This design comes from an exercise in tuning for small area on the open sky130 flow, not from production work. Function was checked by simulation only, so behaviour that the tests miss may differ from the original. No activity file was given, so power comes from the tool's default toggle rates.

## oak
## reg_file
module reg_file #(
  parameter int DATA_W = 32,
  parameter int ADDR_W = 5
) (
  input  logic              clk,
  input  logic              rst,
  input  logic              we_i,
  input  logic [ADDR_W-1:0] waddr_i,
  input  logic [DATA_W-1:0] wdata_i,
  input  logic              re1_i,
  input  logic [ADDR_W-1:0] raddr1_i,
  output logic [DATA_W-1:0] rdata1_o,
  input  logic              re2_i,
  input  logic [ADDR_W-1:0] raddr2_i,
  output logic [DATA_W-1:0] rdata2_o
);
Settings: LEC_CHECK=0, CAP_MARGIN=0, CORE_MARGIN=2, CORE_UTILIZATION=55, CTS_BUF_LIST=sky130_fd_sc_hd__clkbuf_4 sky130_fd_sc_hd__clkbuf_8, SLEW_MARGIN=0, SYNTH_HIERARCHICAL=1; clock period 8.0 ns.
standard.sh (not shown) runs the stock make flow with config.mk's settings and CLKGATE_MAP_FILE= SYNTH_SCRIPT=/design/flow/synth_recipe.tcl, a recipe that flattens the netlist after the stock synthesis.
==> flow/flow/run.sh <==
#!/bin/bash
# The standard layout (the standard.sh, standard synthesis unchanged), with:
#  - the port buffers made with the smallest buffer instead of the default delay cell;
#  - clock tree synthesis without dummy loads, with larger sink clusters on clkbuf_8.
set -euo pipefail
export BUFFER_PORTS_ARGS="-buffer_cell sky130_fd_sc_hd__buf_1"
export CTS_ARGS="-sink_clustering_enable -repair_clock_nets -dont_use_dummy_load -buf_list {sky130_fd_sc_hd__clkbuf_8} -sink_clustering_size 20 -sink_clustering_max_diameter 45"
bash standard.sh finish > standard.log 2>&1
Modified inputs, pine compared to oak
- changing CAP_MARGIN from 0 to 20
- changing CORE_UTILIZATION from 55 to 35
- changing SLEW_MARGIN from 0 to 20
- removing CTS_BUF_LIST (formerly sky130_fd_sc_hd__clkbuf_4 sky130_fd_sc_hd__clkbuf_8)
==> flow/run.sh (new file) <==
#!/bin/bash
# synth_recipe.tcl (not shown) runs the flow's synth.tcl, then flattens the netlist and writes it again
# the make line also repeats each setting of config.mk as NAME=value (left out here)
make -C /OpenROAD-flow-scripts/flow DESIGN_CONFIG=/design/flow/config.mk WORK_HOME=/design/flow/orfs CLKGATE_MAP_FILE= SYNTH_SCRIPT=/design/flow/synth_recipe.tcl finish
removed: flow/flow/run.sh
removed: flow/standard.sh
## What came out
Compared with oak, pine degrades setup slack.
Routed length per placed instance down 6.9 um in pine wrt oak
Relative to oak, worst setup timing slack at the placement stage has decreased by 0.39 ns in pine.
Of oak and pine, the lower overall routed net length belongs to pine.
pine was carried through to the last stage, and its layout satisfied the timing, design-rule and antenna checks.
Input changes introduced in birch (baseline for comparison: pine):
- CORE_UTILIZATION changed from 35 to 55
- CTS_BUF_LIST newly set to sky130_fd_sc_hd__clkbuf_4 sky130_fd_sc_hd__clkbuf_8
- CAP_MARGIN changed from 20 to 0
- SLEW_MARGIN changed from 20 to 0
Of birch and pine, the run reporting the higher worst slack on hold paths was pine.
pine → birch: total power lost 3.4%; sequential fraction of total cell area picked up an extra 1.1 points; design internal power lost 0.40 mW.
birch vs. pine: total leakage power flat; weighted congestion at the end of routability-driven global placement grew by 5.5%; clock share of power lower; fmax now sits lower.
On core occupancy in the finished layout, the lower figure sits with pine, not birch.
Against pine, highest fanout seen on the critical path in birch fell by more than a quarter.
### birch -> maple
==> flow/flow/run.sh (new file) <==
#!/bin/bash
# The standard layout (the standard.sh, standard synthesis unchanged), with:
#  - the port buffers made with the smallest buffer instead of the default delay cell;
#  - clock tree synthesis without dummy loads.
set -euo pipefail
export BUFFER_PORTS_ARGS="-buffer_cell sky130_fd_sc_hd__buf_1"
export CTS_ARGS="-sink_clustering_enable -repair_clock_nets -dont_use_dummy_load -buf_list {sky130_fd_sc_hd__clkbuf_4 sky130_fd_sc_hd__clkbuf_8}"
bash standard.sh finish > standard.log 2>&1
==> flow/standard.sh (new file) <==
#!/bin/bash
# synth_recipe.tcl (not shown) runs the flow's synth.tcl, then flattens the netlist and writes it again
# the make line also repeats each setting of config.mk as NAME=value (left out here)
make -C /OpenROAD-flow-scripts/flow DESIGN_CONFIG=/design/flow/config.mk WORK_HOME=/design/flow/orfs CLKGATE_MAP_FILE= SYNTH_SCRIPT=/design/flow/synth_recipe.tcl "${@:-finish}"
removed: flow/run.sh
Of the two values seen for standard cell with the maximum stage delay on the critical path, sky130_fd_sc_hd__clkdlybuf4s50_1 was produced by birch and sky130_fd_sc_hd__nand4bb_1 by maple. birch → maple: non-clock buffer count rose by 10; share of total power in combinational logic stayed essentially flat; fraction of layout instances using a drive strength above 1 fell by 2.3 points. Min final-stage net count across maple and birch: birch.

[static timing again, ports no longer ideal]
The flow's constraints put no driver on any port. The routed layouts listed below were extracted and timed again, unchanged, in two steps.
Step 1, drivers: a clkbuf_16 drives clk and a buf_2 each remaining input, both assumed.
Step 2 adds t to the input delays and takes it off the output delays; t is the mean of the earliest and latest rising clock arrival at the registers after step 1. Input paths then give back, and output paths get back, about the clock's delay inside the block.
Slacks: ideal / step 1 / step 2; pairs: ideal / step 1.
| run | t, ns | setup WS [ns] | hold WS [ns] | latest minus earliest clock arrival (ns) |
|---|---|---|---|---|
| oak | 0.793 | 1.049 / 1.022 / 1.022 | 0.461 / 0.461 / 0.461 | 0.102 / 0.102 |
| pine | 0.761 | 0.786 / 0.725 / 0.725 | 0.464 / 0.464 / 0.464 | 0.030 / 0.030 |
| birch | 0.888 | 0.491 / 0.468 / 0.468 | 0.459 / 0.459 / 0.459 | 0.059 / 0.060 |
| maple | 0.851 | 1.081 / 1.055 / 1.055 | 0.461 / 0.461 / 0.461 | 0.086 / 0.086 |
After both steps every run listed still meets setup and hold. The setup slack of pine, which loses most, moves by -0.061 ns with the drivers and by -0.061 ns with both steps.
